This design comes from an exercise in tuning for small area and a short achievable clock period on the open sky130 flow, not from production work. Only simulation tests tie the RTL to the original design; equivalence was not proved. Power figures rest on the tool's default switching activity, not on a simulated workload.

==> design/flow/design.v <==
`default_nettype none
`timescale 1ns/10ps
module iq_wb_prio (
    input  logic [3-1:0]            wb_valid,
    input  logic [3*4-1:0] wb_tag,
    output logic [3-1:0]            wb_first    
);
    always_comb begin
        for (int p = 0; p < 3; p++) begin
            wb_first[p] = wb_valid[p];
            for (int q = 0; q < p; q++) begin
                if (wb_valid[q] && (wb_tag[q*4 +: 4]
                                    == wb_tag[p*4 +: 4]))
                    wb_first[p] = 1'b0;
            end
        end
    end
endmodule
module iq_wake (
    input  logic                               pending,
    input  logic [4-1:0]              tag,
    input  logic [3-1:0]            wb_first,
    input  logic [3*4-1:0] wb_tag,
    output logic [3-1:0]            hit
);
    always_comb begin
        for (int p = 0; p < 3; p++) begin
            hit[p] = pending && wb_first[p]
                     && (wb_tag[p*4 +: 4] == tag);
        end
    end
endmodule
`default_nettype wire
`default_nettype none
`timescale 1ns/10ps
module dispatch_capture (
    input  logic                               src1_pending,
    input  logic [4-1:0]              src1_tag,
    input  logic [32-1:0]                 src1_value,
    input  logic                               src2_pending,
    input  logic [4-1:0]              src2_tag,
    input  logic [32-1:0]                 src2_value,
    input  logic [3-1:0]            wb_first,     
    input  logic [3*4-1:0] wb_tag,
    output logic [(1 + 32)-1:0]                 src1_raw,    
    output logic [(1 + 32)-1:0]                 src2_raw,
    output logic [3-1:0]            src1_hit,    
    output logic [3-1:0]            src2_hit
);
    iq_wake u_wake1 (
        .pending  (src1_pending),
        .tag      (src1_tag),
        .wb_first (wb_first),
        .wb_tag   (wb_tag),
        .hit      (src1_hit)
    );
    iq_wake u_wake2 (
        .pending  (src2_pending),
        .tag      (src2_tag),
        .wb_first (wb_first),
        .wb_tag   (wb_tag),
        .hit      (src2_hit)
    );
    assign src1_raw = {src1_pending && !(|src1_hit), src1_value[32-1:4],
                       src1_pending ? src1_tag : src1_value[4-1:0]};
    assign src2_raw = {src2_pending && !(|src2_hit), src2_value[32-1:4],
                       src2_pending ? src2_tag : src2_value[4-1:0]};
endmodule
`default_nettype wire
`default_nettype none
`timescale 1ns/10ps
module iq_entry_array (
    input  logic                               clk,
    input  logic                               rst_n,
    input  logic                               flush,
    input  logic                               dispatch_valid,
    input  logic [2:0]                         dispatch_op,
    input  logic [4-1:0]              dispatch_dst_tag,
    input  logic [(1 + 32)-1:0]                 write_src1,    
    input  logic [(1 + 32)-1:0]                 write_src2,
    input  logic [3-1:0]            write_hit1,    
    input  logic [3-1:0]            write_hit2,
    input  logic [3-1:0]            wb_first,     
    input  logic [3*4-1:0] wb_tag,
    input  logic [3*32-1:0]    wb_data,
    input  logic                               issue_fire,
    output logic [8*(3 + 4 + 2 * (1 + 32))-1:0]      entries,      
    output logic [8-1:0]               pick,         
    output logic                               pick_mul,     
    output logic                               pick_div,     
    output logic                               full
);
    localparam int N  = 8;
    localparam int EW = (3 + 4 + 2 * (1 + 32));
    localparam int OW = (1 + 32);
    localparam int W  = 32;
    logic [N-1:0] valid;
    logic [N-1:0] valid_n;
    logic [N-1:0] wr;           
    logic [N-1:0] rdy_n;        
    logic [N-1:0] pick_n;
    logic [N*N-1:0] older;       
    logic [N*N-1:0] older_n;
    logic [N*N-1:0] before_n;    
    logic [N*EW-1:0] next_q;
    logic [N-1:0]    op2_n;
    assign full = &valid;
    always_comb begin
        logic seen;
        seen = 1'b0;
        for (int i = 0; i < N; i++) begin
            wr[i] = dispatch_valid && !full && !valid[i] && !seen;
            seen  = seen | !valid[i];
        end
    end
    assign valid_n = flush ? '0 : (wr | (valid & ~(pick & {N{issue_fire}})));
    always_ff @(posedge clk or negedge rst_n) begin
        if (!rst_n) begin
            valid <= '0;
        end else begin
            valid <= valid_n;
        end
    end
    always_comb begin
        older_n = '0;
        for (int i = 0; i < N; i++) begin
            for (int j = i + 1; j < N; j++) begin
                older_n[i*N+j] = wr[j] ? 1'b1 : wr[i] ? 1'b0 : older[i*N+j];
            end
        end
        before_n = '0;
        for (int i = 0; i < N; i++) begin
            for (int j = 0; j < N; j++) begin
                if (j < i) before_n[j*N+i] = older_n[j*N+i];
                if (j > i) before_n[j*N+i] = !older_n[i*N+j];
            end
        end
    end
    always_ff @(posedge clk) begin
        older <= older_n;
    end
    for (genvar i = 0; i < N; i++) begin : g_slot
        logic [3-1:0] hit1;
        logic [3-1:0] hit2;
        logic [OW-1:0]           src1;
        logic [OW-1:0]           src2;
        logic [OW-1:0]           src1_n;
        logic [OW-1:0]           src2_n;
        assign src1 = entries[i*EW + OW +: OW];
        assign src2 = entries[i*EW +: OW];
        iq_wake u_wake1 (
            .pending  (src1[OW-1]),
            .tag      (src1[4-1:0]),
            .wb_first (wb_first),
            .wb_tag   (wb_tag),
            .hit      (hit1)
        );
        iq_wake u_wake2 (
            .pending  (src2[OW-1]),
            .tag      (src2[4-1:0]),
            .wb_first (wb_first),
            .wb_tag   (wb_tag),
            .hit      (hit2)
        );
        logic [3-1:0] bus1;
        logic [3-1:0] bus2;
        logic                    take1;   
        logic                    take2;
        logic                    keep1;   
        logic                    keep2;
        assign bus1  = wr[i] ? write_hit1 : hit1;
        assign bus2  = wr[i] ? write_hit2 : hit2;
        assign take1 = wr[i] && !(|write_hit1);
        assign take2 = wr[i] && !(|write_hit2);
        assign keep1 = !wr[i] && !(|hit1);
        assign keep2 = !wr[i] && !(|hit2);
        assign src1_n[OW-1] = wr[i] ? write_src1[OW-1] : (src1[OW-1] && !(|hit1));
        assign src2_n[OW-1] = wr[i] ? write_src2[OW-1] : (src2[OW-1] && !(|hit2));
        assign src1_n[W-1:0] = ({W{take1}}   & write_src1[W-1:0])
                             | ({W{keep1}}   & src1[W-1:0])
                             | ({W{bus1[0]}} & wb_data[0 +: W])
                             | ({W{bus1[1]}} & wb_data[W +: W])
                             | ({W{bus1[2]}} & wb_data[2*W +: W]);
        assign src2_n[W-1:0] = ({W{take2}}   & write_src2[W-1:0])
                             | ({W{keep2}}   & src2[W-1:0])
                             | ({W{bus2[0]}} & wb_data[0 +: W])
                             | ({W{bus2[1]}} & wb_data[W +: W])
                             | ({W{bus2[2]}} & wb_data[2*W +: W]);
        assign next_q[i*EW +: EW] = wr[i]
            ? {dispatch_op, dispatch_dst_tag, src1_n, src2_n}
            : {entries[i*EW + 2*OW +: EW - 2*OW], src1_n, src2_n};
        assign rdy_n[i] = valid_n[i] && !src1_n[OW-1] && !src2_n[OW-1];
        assign op2_n[i] = next_q[i*EW + EW - 1];
    end
    always_ff @(posedge clk) begin
        entries <= next_q;
    end
    always_comb begin
        for (int i = 0; i < N; i++) begin
            logic blocked;
            blocked = 1'b0;
            for (int j = 0; j < N; j++) begin
                if (j != i) blocked = blocked | (rdy_n[j] && before_n[j*N+i]);
            end
            pick_n[i] = rdy_n[i] && !blocked;
        end
    end
    always_ff @(posedge clk or negedge rst_n) begin
        if (!rst_n) begin
            pick_mul <= 1'b0;
            pick_div <= 1'b0;
        end else begin
            pick_mul <= |(pick_n & ~op2_n);
            pick_div <= |(pick_n & op2_n);
        end
    end
    always_ff @(posedge clk) begin
        pick <= pick_n;
    end
endmodule
`default_nettype wire
`default_nettype none
`timescale 1ns/10ps
module issue_select (
    input  logic [8*(3 + 4 + 2 * (1 + 32))-1:0] entries,      
    input  logic [8-1:0]          pick,         
    input  logic                          pick_mul,     
    input  logic                          pick_div,     
    input  logic                          mul_ready,
    input  logic                          div_ready,
    output logic                          issue_fire,
    output logic [2:0]                    issue_op,
    output logic [4-1:0]         issue_dst_tag,
    output logic [32-1:0]            issue_rs1_value,
    output logic [32-1:0]            issue_rs2_value
);
    localparam int EW = (3 + 4 + 2 * (1 + 32));
    localparam int OW = (1 + 32);
    assign issue_fire = (pick_mul && mul_ready) || (pick_div && div_ready);
    always_comb begin
        issue_op        = '0;
        issue_dst_tag   = '0;
        issue_rs1_value = '0;
        issue_rs2_value = '0;
        for (int i = 0; i < 8; i++) begin
            issue_op        |= {3{pick[i]}} & entries[i*EW + EW - 3 +: 3];
            issue_dst_tag   |= {4{pick[i]}} & entries[i*EW + 2*OW +: 4];
            issue_rs1_value |= {32{pick[i]}} & entries[i*EW + OW +: 32];
            issue_rs2_value |= {32{pick[i]}} & entries[i*EW +: 32];
        end
    end
endmodule
`default_nettype wire
`default_nettype none
`timescale 1ns/10ps
module issue_queue (
    input  logic                               clk,
    input  logic                               rst_n,
    input  logic                               flush,
    input  logic                               dispatch_valid,
    input  logic [2:0]                         dispatch_op,
    input  logic [4-1:0]              dispatch_dst_tag,
    input  logic                               dispatch_src1_pending,
    input  logic [4-1:0]              dispatch_src1_tag,
    input  logic [32-1:0]                 dispatch_src1_value,
    input  logic                               dispatch_src2_pending,
    input  logic [4-1:0]              dispatch_src2_tag,
    input  logic [32-1:0]                 dispatch_src2_value,
    output logic                               full,
    input  logic [3-1:0]            wb_valid,     
    input  logic [3*4-1:0] wb_tag,       
    input  logic [3*32-1:0]    wb_data,      
    input  logic                               mul_ready,
    input  logic                               div_ready,
    output logic                               issue_valid,
    output logic [2:0]                         issue_op,
    output logic [4-1:0]              issue_dst_tag,
    output logic [32-1:0]                 issue_rs1_value,
    output logic [32-1:0]                 issue_rs2_value
);
    logic [(1 + 32)-1:0]            write_src1;   
    logic [(1 + 32)-1:0]            write_src2;
    logic [3-1:0]       write_hit1;   
    logic [3-1:0]       write_hit2;
    logic [8*(3 + 4 + 2 * (1 + 32))-1:0] entries;
    logic [8-1:0]          pick;
    logic                          pick_mul;
    logic                          pick_div;
    logic                          issue_fire;
    logic [3-1:0]       wb_first;     
    iq_wb_prio u_prio (
        .wb_valid (wb_valid),
        .wb_tag   (wb_tag),
        .wb_first (wb_first)
    );
    dispatch_capture u_capture (
        .src1_pending (dispatch_src1_pending),
        .src1_tag     (dispatch_src1_tag),
        .src1_value   (dispatch_src1_value),
        .src2_pending (dispatch_src2_pending),
        .src2_tag     (dispatch_src2_tag),
        .src2_value   (dispatch_src2_value),
        .wb_first     (wb_first),
        .wb_tag       (wb_tag),
        .src1_raw     (write_src1),
        .src2_raw     (write_src2),
        .src1_hit     (write_hit1),
        .src2_hit     (write_hit2)
    );
    iq_entry_array u_array (
        .clk              (clk),
        .rst_n            (rst_n),
        .flush            (flush),
        .dispatch_valid   (dispatch_valid),
        .dispatch_op      (dispatch_op),
        .dispatch_dst_tag (dispatch_dst_tag),
        .write_src1       (write_src1),
        .write_src2       (write_src2),
        .write_hit1       (write_hit1),
        .write_hit2       (write_hit2),
        .wb_first         (wb_first),
        .wb_tag           (wb_tag),
        .wb_data          (wb_data),
        .issue_fire       (issue_fire),
        .entries          (entries),
        .pick             (pick),
        .pick_mul         (pick_mul),
        .pick_div         (pick_div),
        .full             (full)
    );
    issue_select u_select (
        .entries         (entries),
        .pick            (pick),
        .pick_mul        (pick_mul),
        .pick_div        (pick_div),
        .mul_ready       (mul_ready),
        .div_ready       (div_ready),
        .issue_fire      (issue_fire),
        .issue_op        (issue_op),
        .issue_dst_tag   (issue_dst_tag),
        .issue_rs1_value (issue_rs1_value),
        .issue_rs2_value (issue_rs2_value)
    );
    assign issue_valid = issue_fire;   
endmodule
`default_nettype wire
==> design/flow/flow/run.sh <==
#!/bin/bash
# The standard layout, with plain buffers on the ports instead of the
# delay cells that buffer_ports picks by default
set -euo pipefail
export BUFFER_PORTS_ARGS="-buffer_cell sky130_fd_sc_hd__buf_2"
bash standard.sh finish > flow_make.log 2>&1
==> design/flow/standard.sh <==
#!/bin/bash
# synth_recipe.tcl (not shown) runs the flow's synth.tcl, then flattens the netlist and writes it again
# the make line also repeats each setting of config.mk as NAME=value (left out here)
make -C /OpenROAD-flow-scripts/flow DESIGN_CONFIG=/design/flow/config.mk WORK_HOME=/design/flow/orfs CLKGATE_MAP_FILE= SYNTH_SCRIPT=/design/flow/synth_recipe.tcl "${@:-finish}"
==> design/flow/config.mk <==
export PLATFORM = sky130hd
export DESIGN_NAME = issue_queue
export DESIGN_NICKNAME = issue_queue
export VERILOG_FILES = /design/flow/design.v
export SDC_FILE = /design/flow/constraint.sdc
export NUM_CORES = 4
export LEC_CHECK = 0
export CAP_MARGIN = 20
export CORE_MARGIN = 2
export CORE_UTILIZATION = 40
export CTS_BUF_LIST = sky130_fd_sc_hd__clkbuf_8
export CTS_CLUSTER_SIZE = 30
export SETUP_SLACK_MARGIN = 4.0
export SLEW_MARGIN = 20
==> design/flow/constraint.sdc <==
create_clock -name core_clock -period 7.5 [get_ports {clk}]
set_input_delay 1.5000 -clock core_clock [delete_from_list [all_inputs] [get_ports {clk}]]
set_output_delay 1.5000 -clock core_clock [all_outputs]
set_load 0.01 [all_outputs]
==> results.toml, run 1 <==
[setup_path]
critical_path_required_ns = 6.00
crit_path_max_incr_delay_ns = 0.42
critical_path.startpoint = "u_array.pick[5]"
setup.worst_path.class = "reg2out"
crit_family = "buffers and inverters"
crit_path_max_fanout = 26
reg2reg_launch_point = "u_array.valid[2]"
cp.arrival_ns = 2.30
startpoint_kind_of_the_worst_setup_timing_path = "register"
slowest_cell_on_crit_path = "nand4_1"
cp_num_buf_inv = 2
setup.worst_path.end_class = "output port"
worstPathCellList = "buf_16 -> a22oi_1 -> nand4_1 -> buf_2"

[grt]
vias_in_the_first_global_route = 37600
overflow = 0
grt_max_degree = 41
grt_first_pass_wirelength_um = 274000
grt.total_usage_pct = 41.7
number_of_antenna_violations_at_the_first_check_in_global_routing = 32

[yosys]
cell_area_synth_um2 = 34500
post_synth_fa_ha_maj_area_fraction_pct = 0
synth_xor_xnor_area_share_pct = 5.49
synth_fp_nets = 4220
synth_top_family_by_area = "compound AO/OA/AOI/OAI gates"
yosys.area_share.simple_pct = 13.1
syn_avg_cell_area_um2 = 8.57
ys_seq_area_share_pct = 38.1
synth_cells = 4022
netlist-cell-type-count = 73
yosysWarnings = 4
synth_flop_cell = "dfxtp_1"
ys_ff_latch = 630
synth_edf_count = 48
synthMuxAreaShare_pct = 0.642
ys_async_sr_fraction_pct = 1.59
synthesized_area_fraction_occupied_by_ao_oa_aoi_and_oai_cells_pct = 34.9

[timing]
finalHoldViolations = 0
tightest_slew_ns = 1.18
max-slew-margin-rel_pct = 21.1
maxClockFrequency_ghz = 0.263
setup_viol = 0
fin_skew_ns = 0.0909
slew_viols_final = 0
period_needed_ns = 3.80
period_share_pct = 50.6
grt_setup_unrepaired = "yes"
tns_ns = 0

[pwr]
net-switching-power_mw = 3.08
power_per_cell_area_nw_per_um2 = 221
vdd_drop_max_mv = 0.151
power.share.clock_pct = 35.0
p_leak_nw = 17.4
p_sw_share_pct = 32.7
power_report.internal_total_mw = 6.33
combPwrFrac_pct = 19.7
p_seq_share_pct = 45.3

[floorplanning]
design.portCount = 271
core_um2 = 85300
site_rows = 107
die_x_um = 298
die-area_um2 = 88600
initial_utilization_pct = 40.4
die-height_um = 298

[cts]
clock_latency_ns = 0.80
htree_num_levels = 3
cts_root_buf = "clkbuf_8"
clock_tree_from_tritoncts = "built"
cts_hold_repair.buffers = 0
clock-sinks = 630
cts_buffers = 110
cts.reportedPaths.clkPinSlew_ns = 0.06
cts.path.max_buffers = 3

[routing]
post_drt_via_cell_ratio = 7.63
finalWirelength_um = 198000
detail_route.drc_violations = 0
drt_pre_antenna_iters = 13
wl_per_cell_um = 37.4
drt_iter0_markers = 9531
antenna_violating_nets_post_route = 0
num_vias = 40400

[layout]
total_number_of_nets_in_the_final_design = 4258
synthToLayoutAreaGrowth_pct = 23.7
layout-drive-gt1-share_pct = 24.7
instances_no_fill = 5298

[run]
cap_viol_max_count = 0

[hold_path]
timing.hold.worst.class = "reg2reg"
timing.hold.worst.start = "u_array.entries[97]"

[placement]
dpl.hpwl_um = 103000
place.gp.congestion = 0.960
numPlacedInstances = 4896
buffer_ports.inserted = 270

[status]
status = "complete, no violations"
[worst register-to-register path: cells and delay by family, from the launching register on]
kind            cells  cell delay [ns]
buf+inv             3             0.74
simple gates        8             1.64
compound gates      1             0.26
flops               1             0.48
[flip-flops by register name, summed over array words and instances (netlist names)]
| signal | cells |
|---|---|
| u_array.pick_mul | 1 |
| u_array.entries | 584 |
| u_array.pick_div | 1 |
| u_array.valid | 8 |
| u_array.pick | 8 |
| u_array.older | 28 |
[logic make-up (layout without fill, tap and decap cells)]
group	after synthesis	count (layout)
compound gates	1460	1463
xor+xnor	216	216
buf+inv	689	798
flops	630	630
mux	21	21
other cells	0	12
simple gates	1006	1014
[what timing repair did]
| item | CTS | global route |
|---|---|---|
| pin swaps | 69 | 92 |
| cloned | 30 | 9 |
| setup buffers | 118 | 38 |
| gates resized for setup | 190 | 142 |
| endpoints found under the setup margin | 603 | 474 |
| endpoints found under the hold margin | 0 | 0 |
[metal layers]
layer | routed length [um] | global-route usage, % | share of wire [%] | up-vias
met2 | 80100 | 58.7 | 40 | 4009
met5 | 357 | 0 | 0.18 | -
met4 | 15500 | 28.1 | 7.8 | 36
met3 | 33500 | 18.4 | 17 | 996
met1 | 68400 | 50.9 | 35 | 19400
li1 | - | - | - | 16000
[stage by stage]
stage	power [mW]	setup WS, ns	instance area (um^2)	utilization, %	hold WS (ns)
after floorplan	5.30	3.63	34800	-	0.433
after global placement	5.85	1.97	36400	42.7	0.448
after detailed placement	5.88	1.87	36500	42.8	0.453
after CTS	9.22	3.77	41300	48.5	0.470
after global routing	9.68	3.74	42600	50.0	0.486
final	9.41	3.70	42600	50.0	0.474
[area by class of cell]
cell class | count | area [um^2]
sequential | 630 | 13200
fill | 7926 | 42600
clock buffer | 136 | 1870
antenna | 12 | 30.0
tap | 1144 | 1430
multi-input combinational | 2714 | 20600
clock inverter | 58 | 355
timing repair buffer | 557 | 4930
inverter | 47 | 214
[Yosys cell counts, types with 10 or more instances]
| cell | n | share of area [%] |
|---|---|---|
| nor4_1 | 30 | 0.54 |
| nor2_1 | 40 | 0.44 |
| nand3_1 | 75 | 1.1 |
| o21ai_1 | 18 | 0.26 |
| nor3_1 | 40 | 0.58 |
| dfrtp_1 | 10 | 0.73 |
| dfxtp_1 | 572 | 33 |
| buf_2 | 19 | 0.28 |
| xor2_1 | 159 | 4.0 |
| and3_1 | 13 | 0.24 |
| edfxtp_1 | 48 | 4.2 |
| inv_1 | 41 | 0.45 |
| or2_2 | 10 | 0.18 |
| a21oi_1 | 46 | 0.67 |
| nand4_1 | 97 | 1.8 |
| mux2i_1 | 12 | 0.35 |
| a222oi_1 | 482 | 14 |
| o21ai_0 | 17 | 0.25 |
| clkbuf_1 | 476 | 5.2 |
| buf_1 | 134 | 1.5 |
| a22oi_1 | 832 | 18 |
| nand2_1 | 656 | 7.1 |
| xnor2_1 | 57 | 1.4 |
[cells in the final DEF, fill, tap and decap left out, types with 70 or more instances in the layout]
master,count
nand4_1,97
a22oi_2,106
inv_1,80
a222oi_1,482
nand2_1,654
dfxtp_1,564
xor2_1,158
a22oi_1,726
nand3_1,70
clkbuf_8,136
buf_4,188
buf_2,257
[final timing paths]
path | end | slack, ns | depth (start not counted)
max in group asynchronous | u_array.valid[1] | 6.63 | 1
worst min register to register | u_array.entries[97] | 0.47 | 2
min in group asynchronous | u_array.pick_mul | 0.62 | 1
worst max register to register | u_array.pick_div | 4.25 | 12
worst min-delay path | u_array.entries[97] | 0.47 | 2
worst max-delay path | issue_rs2_value[0] | 3.70 | 4
[power by group through the flow]
| stage | sequential, mW | combinational [mW] | clock [mW] |
|---|---|---|---|
| after global placement | 4.29 | 1.55 | 0 |
| final | 4.27 | 1.86 | 3.29 |
| after global routing | 4.30 | 1.95 | 3.43 |
| after floorplan | 4.11 | 1.19 | 0 |
| after CTS | 4.22 | 1.73 | 3.27 |
| after detailed placement | 4.30 | 1.58 | 0 |
==> run 2, diff against run 1 <==
--- a/design/flow/design.v
+++ b/design/flow/design.v
@@ -97,13 +97,12 @@
     logic [N-1:0] valid;
     logic [N-1:0] valid_n;
     logic [N-1:0] wr;           
-    logic [N-1:0] rdy_n;        
-    logic [N-1:0] pick_n;
+    logic [N-1:0] stay_rdy;     
+    logic         new_rdy;      
     logic [N*N-1:0] older;       
     logic [N*N-1:0] older_n;
     logic [N*N-1:0] before_n;    
     logic [N*EW-1:0] next_q;
-    logic [N-1:0]    op2_n;
     assign full = &valid;
     always_comb begin
         logic seen;
@@ -189,34 +188,56 @@
         assign next_q[i*EW +: EW] = wr[i]
             ? {dispatch_op, dispatch_dst_tag, src1_n, src2_n}
             : {entries[i*EW + 2*OW +: EW - 2*OW], src1_n, src2_n};
-        assign rdy_n[i] = valid_n[i] && !src1_n[OW-1] && !src2_n[OW-1];
-        assign op2_n[i] = next_q[i*EW + EW - 1];
+        assign stay_rdy[i] = valid[i] && !(pick[i] && issue_fire)
+                             && !(src1[OW-1] && !(|hit1)) && !(src2[OW-1] && !(|hit2));
     end
     always_ff @(posedge clk) begin
         entries <= next_q;
     end
+    logic [N*N-1:0] elder;      
+    logic           any_old;    
+    logic [N-1:0]   old_pick;   
+    logic           new_pick;   
+    logic [N-1:0]   op2;
+    always_comb begin
+        elder = '0;
+        for (int i = 0; i < N; i++) begin
+            for (int j = 0; j < N; j++) begin
+                if (j < i) elder[j*N+i] = older[j*N+i];
+                if (j > i) elder[j*N+i] = !older[i*N+j];
+            end
+        end
+        for (int i = 0; i < N; i++) begin
+            op2[i] = entries[i*EW + EW - 1];
+        end
+    end
+    assign any_old  = |stay_rdy;
+    assign new_pick = dispatch_valid && !full && new_rdy && !any_old;
+    assign new_rdy  = !write_src1[OW-1] && !write_src2[OW-1];
+    logic [N-1:0] pick_n;
     always_comb begin
         for (int i = 0; i < N; i++) begin
             logic blocked;
             blocked = 1'b0;
             for (int j = 0; j < N; j++) begin
-                if (j != i) blocked = blocked | (rdy_n[j] && before_n[j*N+i]);
+                if (j != i) blocked = blocked | (stay_rdy[j] && elder[j*N+i]);
             end
-            pick_n[i] = rdy_n[i] && !blocked;
+            old_pick[i] = stay_rdy[i] && !blocked;
+            pick_n[i]   = !flush && (old_pick[i] || (wr[i] && new_pick));
         end
     end
+    always_ff @(posedge clk) begin
+        pick <= pick_n;
+    end
     always_ff @(posedge clk or negedge rst_n) begin
         if (!rst_n) begin
             pick_mul <= 1'b0;
             pick_div <= 1'b0;
         end else begin
-            pick_mul <= |(pick_n & ~op2_n);
-            pick_div <= |(pick_n & op2_n);
+            pick_mul <= !flush && (|(old_pick & ~op2) || (new_pick && !dispatch_op[2]));
+            pick_div <= !flush && (|(old_pick & op2)  || (new_pick && dispatch_op[2]));
         end
     end
-    always_ff @(posedge clk) begin
-        pick <= pick_n;
-    end
 endmodule
 `default_nettype wire
 `default_nettype none
--- a/design/flow/config.mk
+++ b/design/flow/config.mk
@@ -8,7 +8,8 @@
 export CAP_MARGIN = 20
 export CORE_MARGIN = 2
 export CORE_UTILIZATION = 40
-export CTS_BUF_LIST = sky130_fd_sc_hd__clkbuf_8
-export CTS_CLUSTER_SIZE = 30
-export SETUP_SLACK_MARGIN = 4.0
+export CTS_BUF_LIST = sky130_fd_sc_hd__clkbuf_16
+export CTS_CLUSTER_DIAMETER = 80
+export CTS_CLUSTER_SIZE = 20
+export SETUP_SLACK_MARGIN = 3.85
 export SLEW_MARGIN = 20
==> run 2 against run 1 <==
Register-to-register slack worse by 0.02 ns. Sequential power is 0.9% lower. Synthesized area is 0.44% lower. Flip-flop and latch count stayed put. Cell area is 6.6% lower. Highest routed layer unchanged. Global-route usage is 1.3 points lower. Critical endpoint is now issue_rs1_value[31]. Critical path depth stayed put.
==> results.toml, run 2 <==
[status]
status = "complete, no violations"

[cts]
clock_latency_ns = 0.63
cts_buffers = 41
cts.path.max_buffers = 3
clock-sinks = 630
clock_tree_from_tritoncts = "built"
htree_num_levels = 2
cts.reportedPaths.clkPinSlew_ns = 0.09
cts_root_buf = "clkbuf_16"

[timing]
tns_ns = 0
setup_viol = 0
period_share_pct = 49.4
maxClockFrequency_ghz = 0.270
finalHoldViolations = 0
slew_viols_final = 0
tightest_slew_ns = 1.26
fin_skew_ns = 0.0357
grt_setup_unrepaired = "yes"
max-slew-margin-rel_pct = 16.2
period_needed_ns = 3.70

[grt]
number_of_antenna_violations_at_the_first_check_in_global_routing = 26
met3_usage_pct = 14.5
gr-max-usage-layer = "met2"
vias_in_the_first_global_route = 36300
grt_first_pass_wirelength_um = 266000
met2_track_usage_gr_pct = 57.4
groute.layer.met1.usage_pct = 50.6
overflow = 0
grt_max_degree = 49
grt.total_usage_pct = 40.3

[layout]
synthToLayoutAreaGrowth_pct = 16.1
combined_area_of_the_multi_input_logic_cells_um2 = 19700
largest-register = "u_array.entries"
mostFrequentLayoutCell = "a22oi_1"
layout.cells.most_common_list = "a22oi_1, nand2_1, dfxtp_1"
total_number_of_nets_in_the_final_design = 4019
fillers = 8193
area.sequential_um2 = 13300
reg.largest.list = "u_array.entries: 584 flops, u_array.older: 28 flops"
largest_register_ffs = 584
layout-drive-gt1-share_pct = 19.0

[setup_path]
crit_path_max_fanout = 47
reg2reg_setup_slack_ns = 4.23
cp.arrival_ns = 2.20
startpoint_kind_of_the_worst_setup_timing_path = "register"
slowest_cell_on_crit_path = "dfxtp_4"
reg2regPathDepth = 9
setup.worst_path.class = "reg2out"
setup.worst_path.end_class = "output port"
worstPathCellList = "buf_16 -> a22oi_1 -> nand4_1 -> buf_2"
crit-reg2reg-capture = "u_array.entries[246]"
reg2reg_launch_point = "u_array.valid[1]"
critical_path_required_ns = 6.00
crit_path_max_incr_delay_ns = 0.41

[yosys]
yosysWarnings = 4
synth_edf_count = 56
synth_fp_nets = 4085
ys_async_sr_fraction_pct = 1.59
netlist-cell-type-count = 62
synth_cells = 3887
synthTopCellsByCount = "a22oi_1, nand2_1, dfxtp_1"
synth_xor_xnor_area_share_pct = 5.69
yosys.area_share.simple_pct = 12.4
synth_top_family_by_area = "compound AO/OA/AOI/OAI gates"
synth_largest_type_area_fraction_pct = 32.9
post_synth_fa_ha_maj_area_fraction_pct = 0
cell_area_synth_um2 = 34300
synthMuxAreaShare_pct = 1.31
yosysMostFrequentCell = "a22oi_1"
synthesized_area_fraction_occupied_by_ao_oa_aoi_and_oai_cells_pct = 34.6
synth.area.top_cells = "dfxtp_1, a22oi_1, a222oi_1, nand2_1, clkbuf_1"
synth_flop_cell = "dfxtp_1"
ys_seq_area_share_pct = 38.5
synthDominantAreaCellType = "dfxtp_1"
ys_ff_latch = 630
syn_avg_cell_area_um2 = 8.83

[placement]
buffer_ports.inserted = 270
dpl.hpwl_um = 101000
place.gp.congestion = 0.981

[hold_path]
whs_endpoint = "u_array.older[20]"
timing.hold.worst.class = "reg2reg"
timing.hold.worst_path_depth = 2
timing.hold.worst.start = "u_array.older[20]"

[floorplanning]
site_rows = 107
core_um2 = 85100
design.portCount = 271
die-area_um2 = 88200
initial_utilization_pct = 40.3
die_x_um = 297
die-height_um = 297

[routing]
drt_pre_antenna_iters = 17
post_drt_via_cell_ratio = 7.77
finalWirelength_um = 190000
drt_iter0_markers = 9891
num_vias = 38900
wl_per_cell_um = 38.0
antenna_violating_nets_post_route = 0
detail_route.drc_violations = 0

[pwr]
vdd_drop_max_mv = 0.172
p_leak_nw = 16.3
power_per_cell_area_nw_per_um2 = 213
pwr_total_mw = 8.47

[run]
cap_viol_max_count = 0
## run 2: what timing repair did
action / in CTS / in global routing
endpoints found under the setup margin: 595 / 429
setup buffers: 96 / 35
gates cloned: 4 / 5
gates resized for setup: 81 / 71
hold buffers: 0 / 0
pin swaps: 33 / 27
hold endpoints to repair: 0 / 0
## run 2: worst max path at each step
stage	from	endpoint	slack (ns)	cells after the start
floorplan	wb_tag[9]	u_array.pick_mul	3.85	12
global placement	wb_tag[4]	u_array.entries[535]	2.07	10
detailed placement	wb_tag[4]	u_array.entries[534]	1.97	10
CTS	wb_tag[0]	u_array.pick_div	3.85	12
global route	wb_tag[4]	u_array.pick_div	3.76	14
finish	u_array.pick[0]	issue_rs1_value[31]	3.80	4
## run 2: final cells by class
type | count | share of cell area, %
Tap cell | 1144 | 3.59
Sequential cell | 630 | 33.3
Inverter | 35 | 0.349
Timing Repair Buffer | 496 | 9.94
Multi-Input combinational cell | 2617 | 49.5
Clock inverter | 19 | 0.468
Clock buffer | 44 | 2.76
Antenna cell | 15 | 0.0942
## run 2: per-stage QoR
| step | instances | util [%] | cell area (um^2) | setup WS, ns | hold slack (ns) |
|---|---|---|---|---|---|
| detailed placement | 4782 | 42.5 | 36100 | 1.97 | 0.451 |
| finish | 5000 | 46.8 | 39800 | 3.80 | 0.472 |
| global route | 4995 | 46.8 | 39800 | 3.76 | 0.498 |
| floorplan | 3887 | - | 34300 | 3.85 | 0.431 |
| CTS | 4945 | 45.8 | 39000 | 3.85 | 0.462 |
| global placement | 4781 | 42.4 | 36100 | 2.07 | 0.444 |
## run 2: routing by layer
metal / up-vias / share of wire (%)
met5: - / 0.11
met2: 3985 / 41
met4: 30 / 8.3
li1: 15400 / -
met3: 985 / 16
met1: 18500 / 35
## run 2: power by group
| part | switching [mW] | internal, mW |
|---|---|---|
| Combinational | 1.07 | 0.678 |
| Clock | 1.34 | 1.15 |
| Sequential | 0.374 | 3.86 |
## run 2: cell families (layout without fill, tap and decap cells)
kind of cell	Yosys count	in the layout
flops	630	630
simple gates	935	939
xor+xnor	222	222
compound gates	1411	1412
other cells	0	15
buf+inv	645	594
mux	44	44
## run 2: worst max-delay path, delay by kind of cell, from the launching register on
| family | cells | cell delay [ns] |
|---|---|---|
| buffers and inverters | 2 | 0.54 |
| flip-flops | 1 | 0.41 |
| AND/OR/NAND/NOR | 1 | 0.37 |
| AO/OA/AOI/OAI | 1 | 0.23 |

-- afterwards: timing with drivers on the ports --
The flow's constraints put no driver on any port. The routed layouts listed below were extracted and timed again, unchanged, in two steps.
Step 1: set_driving_cell puts a clkbuf_16 on clk and a buf_2 on each other input, an assumption about the parent block.
Step 2 moves the port delays by t, midway between the first and last clock arrival at a register: inputs arrive t later, outputs are due t later. That takes back most of the time a late clock gives input paths.
Slacks: no drivers / after step 1 / after step 2; pairs: no drivers / after step 1.
run	t, ns	setup WS [ns]	worst setup path at the end	cell pins on the clock port's net
run 1	0.820	3.702 / 3.634 / 3.055	input to register	1
run 2	0.693	3.796 / 3.713 / 3.020	input to register	1
After both steps setup and hold are still met in every run listed. For run 2, which loses most, drivers alone change the setup slack by -0.083 ns; drivers and shift together by -0.776 ns.
